Source: an optimization exercise on an open RTL-to-GDS flow (aim: small area, a short achievable clock period and few clock cycles). Production flows keep margins and buffers that such runs may drop. Function was checked by simulation only, so behaviour that the tests miss may differ from the original. No activity file was given, so power comes from the tool's default toggle rates.

## histogram_top
module histogram_top (
  input  logic                             port_0_clock,
  input  logic                             rst,
  input  logic                             in_valid,
  output logic                             in_ready,
  input  logic [hist_pkg::sample_width-1:0] in_sample,
  input  logic                             cmd_valid,
  output logic                             cmd_ready,
  input  logic                             cmd_op,
  input  logic [hist_pkg::bin_width-1:0]   cmd_bin,
  output logic                             rsp_valid,
  output logic [hist_pkg::count_width-1:0] rsp_count
);
==> module histogram_top, before the edit <==
module histogram_top (
  input  logic                             port_0_clock,
  input  logic                             rst,
  input  logic                             in_valid,
  output logic                             in_ready,
  input  logic [hist_pkg::sample_width-1:0] in_sample,
  input  logic                             cmd_valid,
  output logic                             cmd_ready,
  input  logic                             cmd_op,
  input  logic [hist_pkg::bin_width-1:0]   cmd_bin,
  output logic                             rsp_valid,
  output logic [hist_pkg::count_width-1:0] rsp_count
);
  localparam int BW = hist_pkg::bin_width;
  localparam int CW = hist_pkg::count_width;
  localparam int NB = hist_pkg::bin_count;
  function automatic logic [7:0] oct(input logic [2:0] v);
    oct = 8'b0000_0001 << v;
  endfunction
  logic [CW-1:0] mem [NB];
  logic          rdy_q;
  logic          rdy_out_q;
  logic          hold_op;
  logic [BW-1:0] hold_bin;
  logic          s0_v;
  logic          s0_smp;    
  logic          s0_clr;    
  logic [BW-1:0] s0_bin;
  logic [NB-1:0] s0_row;    
  logic          s1_smp;    
  logic          s1_wclr;   
  logic          s1_cmd;    
  logic [BW-1:0] s1_bin;
  logic [CW-1:0] s1_rd_a;   
  logic [CW-1:0] s1_rd_b;   
  logic          s1_fsel;   
  logic [CW-1:0] s1_fd;     
  logic [CW-1:0] s1_rdj;    
  logic [CW-1:0] s1_old;
  logic [CW-1:0] s1_new;
  logic          s2_wclr;
  logic [7:0]    s2_hi;     
  logic [7:0]    s2_lo;     
  logic [CW-1:0] s2_data;
  logic          acc_in;
  logic          acc_cmd;
  logic [BW-1:0] nxt_bin;
  logic [CW-1:0] rd_a;
  logic [CW-1:0] rd_b;
  logic          s0_isclr;
  logic          hit1;
  logic          hit2;
  assign in_ready  = rdy_out_q;
  assign cmd_ready = rdy_out_q;
  assign acc_in  = in_valid && rdy_q;
  assign acc_cmd = cmd_valid && rdy_q;
  always_ff @(posedge port_0_clock) begin
    if (rst) begin
      rdy_q <= 1'b1;
      rdy_out_q <= 1'b1;
      s0_v <= 1'b0;
    end else begin
      rdy_q <= !(acc_in && acc_cmd);
      rdy_out_q <= !(acc_in && acc_cmd);
      s0_v <= !rdy_q || acc_in || acc_cmd;
    end
  end
  always_comb begin
    if (!rdy_q) begin
      nxt_bin = hold_bin;
    end else if (acc_in) begin
      nxt_bin = in_sample[hist_pkg::sample_width-1 -: BW];
    end else begin
      nxt_bin = cmd_bin;
    end
  end
  always_ff @(posedge port_0_clock) begin
    if (acc_cmd) begin
      hold_op <= cmd_op;
      hold_bin <= cmd_bin;
    end
    if (!rdy_q) begin
      s0_smp <= 1'b0;
      s0_clr <= !hold_op;
    end else if (acc_in) begin
      s0_smp <= 1'b1;
      s0_clr <= 1'b0;
    end else begin
      s0_smp <= 1'b0;
      s0_clr <= !cmd_op;
    end
    s0_bin <= nxt_bin;
    s0_row <= NB'(1) << nxt_bin;
  end
  always_comb begin
    rd_a = '0;
    rd_b = '0;
    for (int r = 0; r < NB/2; r++) begin
      rd_a = rd_a | (mem[r] & {CW{s0_row[r]}});
      rd_b = rd_b | (mem[NB/2+r] & {CW{s0_row[NB/2+r]}});
    end
  end
  assign s0_isclr = !s0_smp && s0_clr;
  assign hit1 = s1_smp && (s1_bin == s0_bin);
  assign hit2 = |(s2_hi & oct(s0_bin[5:3])) && |(s2_lo & oct(s0_bin[2:0]));
  always_ff @(posedge port_0_clock) begin
    if (rst) begin
      s1_smp <= 1'b0;
      s1_wclr <= 1'b0;
      s1_cmd <= 1'b0;
    end else begin
      s1_smp <= s0_v && s0_smp;
      s1_wclr <= s0_v && s0_isclr;
      s1_cmd <= s0_v && !s0_smp;
    end
  end
  always_ff @(posedge port_0_clock) begin
    s1_bin <= s0_bin;
    s1_rd_a <= rd_a;
    s1_rd_b <= rd_b;
    s1_fsel <= s0_isclr || s1_wclr || hit1 || s2_wclr || hit2;
    if (s0_isclr || s1_wclr) begin
      s1_fd <= '0;
    end else if (hit1) begin
      s1_fd <= s1_new;
    end else if (s2_wclr) begin
      s1_fd <= '0;
    end else begin
      s1_fd <= s2_data;
    end
  end
  function automatic logic [CW-1:0] sat_inc(input logic [CW-1:0] v);
    sat_inc = (&v) ? v : v + 1'b1;
  endfunction
  assign s1_rdj = s1_rd_a | s1_rd_b;
  assign s1_old = s1_fsel ? s1_fd : s1_rdj;
  assign s1_new = s1_fsel ? sat_inc(s1_fd) : sat_inc(s1_rdj);
  always_ff @(posedge port_0_clock) begin
    if (rst) begin
      s2_wclr <= 1'b0;
      s2_hi <= '0;
      rsp_valid <= 1'b0;
    end else begin
      s2_wclr <= s1_wclr;
      s2_hi <= s1_smp ? oct(s1_bin[5:3]) : '0;
      rsp_valid <= s1_cmd;
    end
  end
  always_ff @(posedge port_0_clock) begin
    s2_lo <= oct(s1_bin[2:0]);
    s2_data <= s1_wclr ? '0 : s1_new;
    rsp_count <= s1_old;
  end
  for (genvar b = 0; b < NB; b++) begin : g_bin
    logic we;
    assign we = s2_wclr || (s2_hi[b/8] && s2_lo[b%8]);
    always_ff @(posedge port_0_clock) begin
      if (we) begin
        mem[b] <= s2_data;
      end
    end
  end
endmodule
==> flow/config.mk <==
export PLATFORM = sky130hd
export DESIGN_NAME = histogram_top
export DESIGN_NICKNAME = histogram_top
export VERILOG_FILES = /design/flow/design.v
export SDC_FILE = /design/flow/constraint.sdc
export NUM_CORES = 4
export LEC_CHECK = 0
export CAP_MARGIN = 40
export CORE_MARGIN = 2
export CORE_UTILIZATION = 60
export CTS_CLUSTER_DIAMETER = 100
export CTS_CLUSTER_SIZE = 25
export SETUP_SLACK_MARGIN = 3.0
export SLEW_MARGIN = 45
export TNS_END_PERCENT = 30
==> flow/constraint.sdc <==
create_clock -name core_clock -period 5.0 [get_ports {port_0_clock}]
set_input_delay 1.0000 -clock core_clock [delete_from_list [all_inputs] [get_ports {port_0_clock}]]
set_output_delay 1.0000 -clock core_clock [all_outputs]
set_load 0.01 [all_outputs]
run.sh (not shown) runs the stock make flow with config.mk's settings and CLKGATE_MAP_FILE= SYNTH_SCRIPT=/design/flow/synth_recipe.tcl, a recipe that flattens the netlist after the stock synthesis.
Testbench counts at the start, summed over its fixed seeds: cycles 23,385.
Next try:
--- a/flow/design.v
+++ b/flow/design.v
@@ -53,9 +53,8 @@
   logic [CW-1:0] s1_rd_a;   
   logic [CW-1:0] s1_rd_b;   
   logic          s1_fsel;   
   logic [CW-1:0] s1_fd;     
-  logic [CW-1:0] s1_rdj;    
   logic [CW-1:0] s1_old;
   logic [CW-1:0] s1_new;
   logic          s2_wclr;
   logic [7:0]    s2_hi;     
@@ -147,14 +146,10 @@
     end else begin
       s1_fd <= s2_data;
     end
   end
-  function automatic logic [CW-1:0] sat_inc(input logic [CW-1:0] v);
-    sat_inc = (&v) ? v : v + 1'b1;
-  endfunction
-  assign s1_rdj = s1_rd_a | s1_rd_b;
-  assign s1_old = s1_fsel ? s1_fd : s1_rdj;
-  assign s1_new = s1_fsel ? sat_inc(s1_fd) : sat_inc(s1_rdj);
+  assign s1_old = s1_fsel ? s1_fd : (s1_rd_a | s1_rd_b);
+  assign s1_new = (&s1_old) ? s1_old : s1_old + 1'b1;
   always_ff @(posedge port_0_clock) begin
     if (rst) begin
       s2_wclr <= 1'b0;
       s2_hi <= '0;
Synthesized cell count goes down by 2.6%.
Final area goes up by about 1.8%.
Worst hold slack is worse by 0.0051 ns.
Register-to-register slack is worse by 0.18 ns.
Global-route usage goes up by 0.98 points.
Power goes up by 1.1%.
Fmax goes down by 6.1%.
Setup slack is worse by 0.14 ns.
Clock-buffer cell count goes up by 14.
Wire length goes up by about 2.8%.
First-iteration DRC count goes up by about 30%.
Testbench counts after the change, summed over its fixed seeds: cycles 23,385.


P:
The RTL this note starts from:
==> flow/design.v <==
package hist_pkg;
  localparam int sample_width = 12;
  localparam int bin_count = 64;
  localparam int bin_width = 6;
  localparam int count_width = 16;
  localparam logic [count_width-1:0] count_max = {count_width{1'b1}};
  typedef enum logic {
    op_clear = 1'b0,
    op_read  = 1'b1
  } hist_op_e;
  typedef enum logic [2:0] {
    st_run     = 3'd0,
    st_drain   = 3'd1,
    st_clear   = 3'd2,
    st_read    = 3'd3,
    st_respond = 3'd4
  } ctrl_state_e;
endpackage
`timescale 1ns/1ps
module histogram_top (
  input  logic                             port_0_clock,
  input  logic                             rst,
  input  logic                             in_valid,
  output logic                             in_ready,
  input  logic [hist_pkg::sample_width-1:0] in_sample,
  input  logic                             cmd_valid,
  output logic                             cmd_ready,
  input  logic                             cmd_op,
  input  logic [hist_pkg::bin_width-1:0]   cmd_bin,
  output logic                             rsp_valid,
  output logic [hist_pkg::count_width-1:0] rsp_count
);
  localparam int BW = hist_pkg::bin_width;
  localparam int CW = hist_pkg::count_width;
  localparam int NB = hist_pkg::bin_count;
  function automatic logic [7:0] oct(input logic [2:0] v);
    oct = 8'b0000_0001 << v;
  endfunction
  logic [CW-1:0] mem [NB];
  logic          rdy_q;
  logic          rdy_out_q;
  logic          hold_op;
  logic [BW-1:0] hold_bin;
  logic          s0_v;
  logic          s0_smp;    
  logic          s0_clr;    
  logic [BW-1:0] s0_bin;
  logic [NB-1:0] s0_row;    
  logic          s1_smp;    
  logic          s1_wclr;   
  logic          s1_cmd;    
  logic [BW-1:0] s1_bin;
  logic [CW-1:0] s1_rd;     
  logic          s1_fsel;   
  logic [CW-1:0] s1_fd;     
  logic [CW-1:0] s1_old;
  logic [CW-1:0] s1_new;
  logic          s2_wclr;
  logic [7:0]    s2_hi;     
  logic [7:0]    s2_lo;     
  logic [CW-1:0] s2_data;
  logic          acc_in;
  logic          acc_cmd;
  logic [BW-1:0] nxt_bin;
  logic [CW-1:0] rd_data;
  logic          s0_isclr;
  logic          hit1;
  logic          hit2;
  assign in_ready  = rdy_out_q;
  assign cmd_ready = rdy_out_q;
  assign acc_in  = in_valid && rdy_q;
  assign acc_cmd = cmd_valid && rdy_q;
  always_ff @(posedge port_0_clock) begin
    if (rst) begin
      rdy_q <= 1'b1;
      rdy_out_q <= 1'b1;
      s0_v <= 1'b0;
    end else begin
      rdy_q <= !(acc_in && acc_cmd);
      rdy_out_q <= !(acc_in && acc_cmd);
      s0_v <= !rdy_q || acc_in || acc_cmd;
    end
  end
  always_comb begin
    if (!rdy_q) begin
      nxt_bin = hold_bin;
    end else if (acc_in) begin
      nxt_bin = in_sample[hist_pkg::sample_width-1 -: BW];
    end else begin
      nxt_bin = cmd_bin;
    end
  end
  always_ff @(posedge port_0_clock) begin
    if (acc_cmd) begin
      hold_op <= cmd_op;
      hold_bin <= cmd_bin;
    end
    if (!rdy_q) begin
      s0_smp <= 1'b0;
      s0_clr <= !hold_op;
    end else if (acc_in) begin
      s0_smp <= 1'b1;
      s0_clr <= 1'b0;
    end else begin
      s0_smp <= 1'b0;
      s0_clr <= !cmd_op;
    end
    s0_bin <= nxt_bin;
    s0_row <= NB'(1) << nxt_bin;
  end
  always_comb begin
    rd_data = '0;
    for (int r = 0; r < NB; r++) begin
      rd_data = rd_data | (mem[r] & {CW{s0_row[r]}});
    end
  end
  assign s0_isclr = !s0_smp && s0_clr;
  assign hit1 = s1_smp && (s1_bin == s0_bin);
  assign hit2 = |(s2_hi & oct(s0_bin[5:3])) && |(s2_lo & oct(s0_bin[2:0]));
  always_ff @(posedge port_0_clock) begin
    if (rst) begin
      s1_smp <= 1'b0;
      s1_wclr <= 1'b0;
      s1_cmd <= 1'b0;
    end else begin
      s1_smp <= s0_v && s0_smp;
      s1_wclr <= s0_v && s0_isclr;
      s1_cmd <= s0_v && !s0_smp;
    end
  end
  always_ff @(posedge port_0_clock) begin
    s1_bin <= s0_bin;
    s1_rd <= rd_data;
    s1_fsel <= s0_isclr || s1_wclr || hit1 || s2_wclr || hit2;
    if (s0_isclr || s1_wclr) begin
      s1_fd <= '0;
    end else if (hit1) begin
      s1_fd <= s1_new;
    end else if (s2_wclr) begin
      s1_fd <= '0;
    end else begin
      s1_fd <= s2_data;
    end
  end
  assign s1_old = s1_fsel ? s1_fd : s1_rd;
  assign s1_new = (&s1_old) ? s1_old : s1_old + 1'b1;
  always_ff @(posedge port_0_clock) begin
    if (rst) begin
      s2_wclr <= 1'b0;
      s2_hi <= '0;
      rsp_valid <= 1'b0;
    end else begin
      s2_wclr <= s1_wclr;
      s2_hi <= s1_smp ? oct(s1_bin[5:3]) : '0;
      rsp_valid <= s1_cmd;
    end
  end
  always_ff @(posedge port_0_clock) begin
    s2_lo <= oct(s1_bin[2:0]);
    s2_data <= s1_wclr ? '0 : s1_new;
    rsp_count <= s1_old;
  end
  for (genvar b = 0; b < NB; b++) begin : g_bin
    logic we;
    assign we = s2_wclr || (s2_hi[b/8] && s2_lo[b%8]);
    always_ff @(posedge port_0_clock) begin
      if (we) begin
        mem[b] <= s2_data;
      end
    end
  end
endmodule
clock: 5.0 ns
lec_check: 0
cap_margin: 20
core_margin: 2
core_utilization: 60
cts_cluster_diameter: 100
cts_cluster_size: 25
setup_slack_margin: 2.9
slew_margin: 20
tns_end_percent: 0
Testbench counts of P, summed over its fixed seeds: cycles 23,385.
Input-level comparison between Q and P:
--- a/flow/design.v
+++ b/flow/design.v
@@ -50,7 +50,8 @@
   logic          s1_wclr;   
   logic          s1_cmd;    
   logic [BW-1:0] s1_bin;
-  logic [CW-1:0] s1_rd;     
+  logic [CW-1:0] s1_rd_a;   
+  logic [CW-1:0] s1_rd_b;   
   logic          s1_fsel;   
   logic [CW-1:0] s1_fd;     
   logic [CW-1:0] s1_old;
@@ -62,7 +63,8 @@
   logic          acc_in;
   logic          acc_cmd;
   logic [BW-1:0] nxt_bin;
-  logic [CW-1:0] rd_data;
+  logic [CW-1:0] rd_a;
+  logic [CW-1:0] rd_b;
   logic          s0_isclr;
   logic          hit1;
   logic          hit2;
@@ -109,9 +111,11 @@
     s0_row <= NB'(1) << nxt_bin;
   end
   always_comb begin
-    rd_data = '0;
-    for (int r = 0; r < NB; r++) begin
-      rd_data = rd_data | (mem[r] & {CW{s0_row[r]}});
+    rd_a = '0;
+    rd_b = '0;
+    for (int r = 0; r < NB/2; r++) begin
+      rd_a = rd_a | (mem[r] & {CW{s0_row[r]}});
+      rd_b = rd_b | (mem[NB/2+r] & {CW{s0_row[NB/2+r]}});
     end
   end
   assign s0_isclr = !s0_smp && s0_clr;
@@ -130,7 +134,8 @@
   end
   always_ff @(posedge port_0_clock) begin
     s1_bin <= s0_bin;
-    s1_rd <= rd_data;
+    s1_rd_a <= rd_a;
+    s1_rd_b <= rd_b;
     s1_fsel <= s0_isclr || s1_wclr || hit1 || s2_wclr || hit2;
     if (s0_isclr || s1_wclr) begin
       s1_fd <= '0;
@@ -142,7 +147,7 @@
       s1_fd <= s2_data;
     end
   end
-  assign s1_old = s1_fsel ? s1_fd : s1_rd;
+  assign s1_old = s1_fsel ? s1_fd : (s1_rd_a | s1_rd_b);
   assign s1_new = (&s1_old) ? s1_old : s1_old + 1'b1;
   always_ff @(posedge port_0_clock) begin
     if (rst) begin
Results
Core occupancy in the finished layout sits lower in Q than in P. Taking P as the reference, in Q synthesized area divided by synthesized cell count went down by 4.7%; minimum hold slack fell by 0.034 ns. Compared to P, Q has clock skew 0.0089 ns lower. In the reports, the flip-flop count of Q exceeds that of P. Per the comparison of Q with P, detail-routed net length per standard cell went down about 18%; final period demand of the worst path went down; synthesized cell count rose by 129. When Q is measured against P, its relative area change from synthesis to final layout turns out 1.0 points lower. Fraction of power consumed by the clock network (higher): Q.
Testbench counts of Q, summed over its fixed seeds: cycles 23,385.

## static timing again, ports no longer ideal
How much do the figures lean on ideal ports? The routed layouts below were timed once more, with nothing changed but the port constraints. Step 1 (the two cells are an assumption about what drives the block):
set clk [get_ports {port_0_clock}]
set_driving_cell -lib_cell sky130_fd_sc_hd__clkbuf_16 $clk
set_driving_cell -lib_cell sky130_fd_sc_hd__buf_2 [delete_from_list [all_inputs] $clk]
Step 2 also shifts input and output timing later by t, the mid clock arrival at the registers, as if the neighbouring blocks saw the same clock. a / b / c = no drivers / after step 1 / after step 2; a / b = the first two.
| run | t (ns) | slack for setup (ns) | worst data-port slew with drivers (ns) |
|---|---|---|---|
| the first run of note 1 | 0.722 | 2.874 / 2.805 / 2.313 | 0.03 |
| the second run of note 1 | 0.719 | 2.736 / 2.736 / 2.393 | 0.04 |
| P | 0.724 | 2.562 / 2.562 / 2.179 | 0.03 |
| Q | 0.718 | 2.762 / 2.762 / 2.315 | 0.03 |
After both steps setup and hold are still met in every run listed. For the first run of note 1, which loses most, drivers alone change the setup slack by -0.069 ns; drivers and shift together by -0.561 ns.
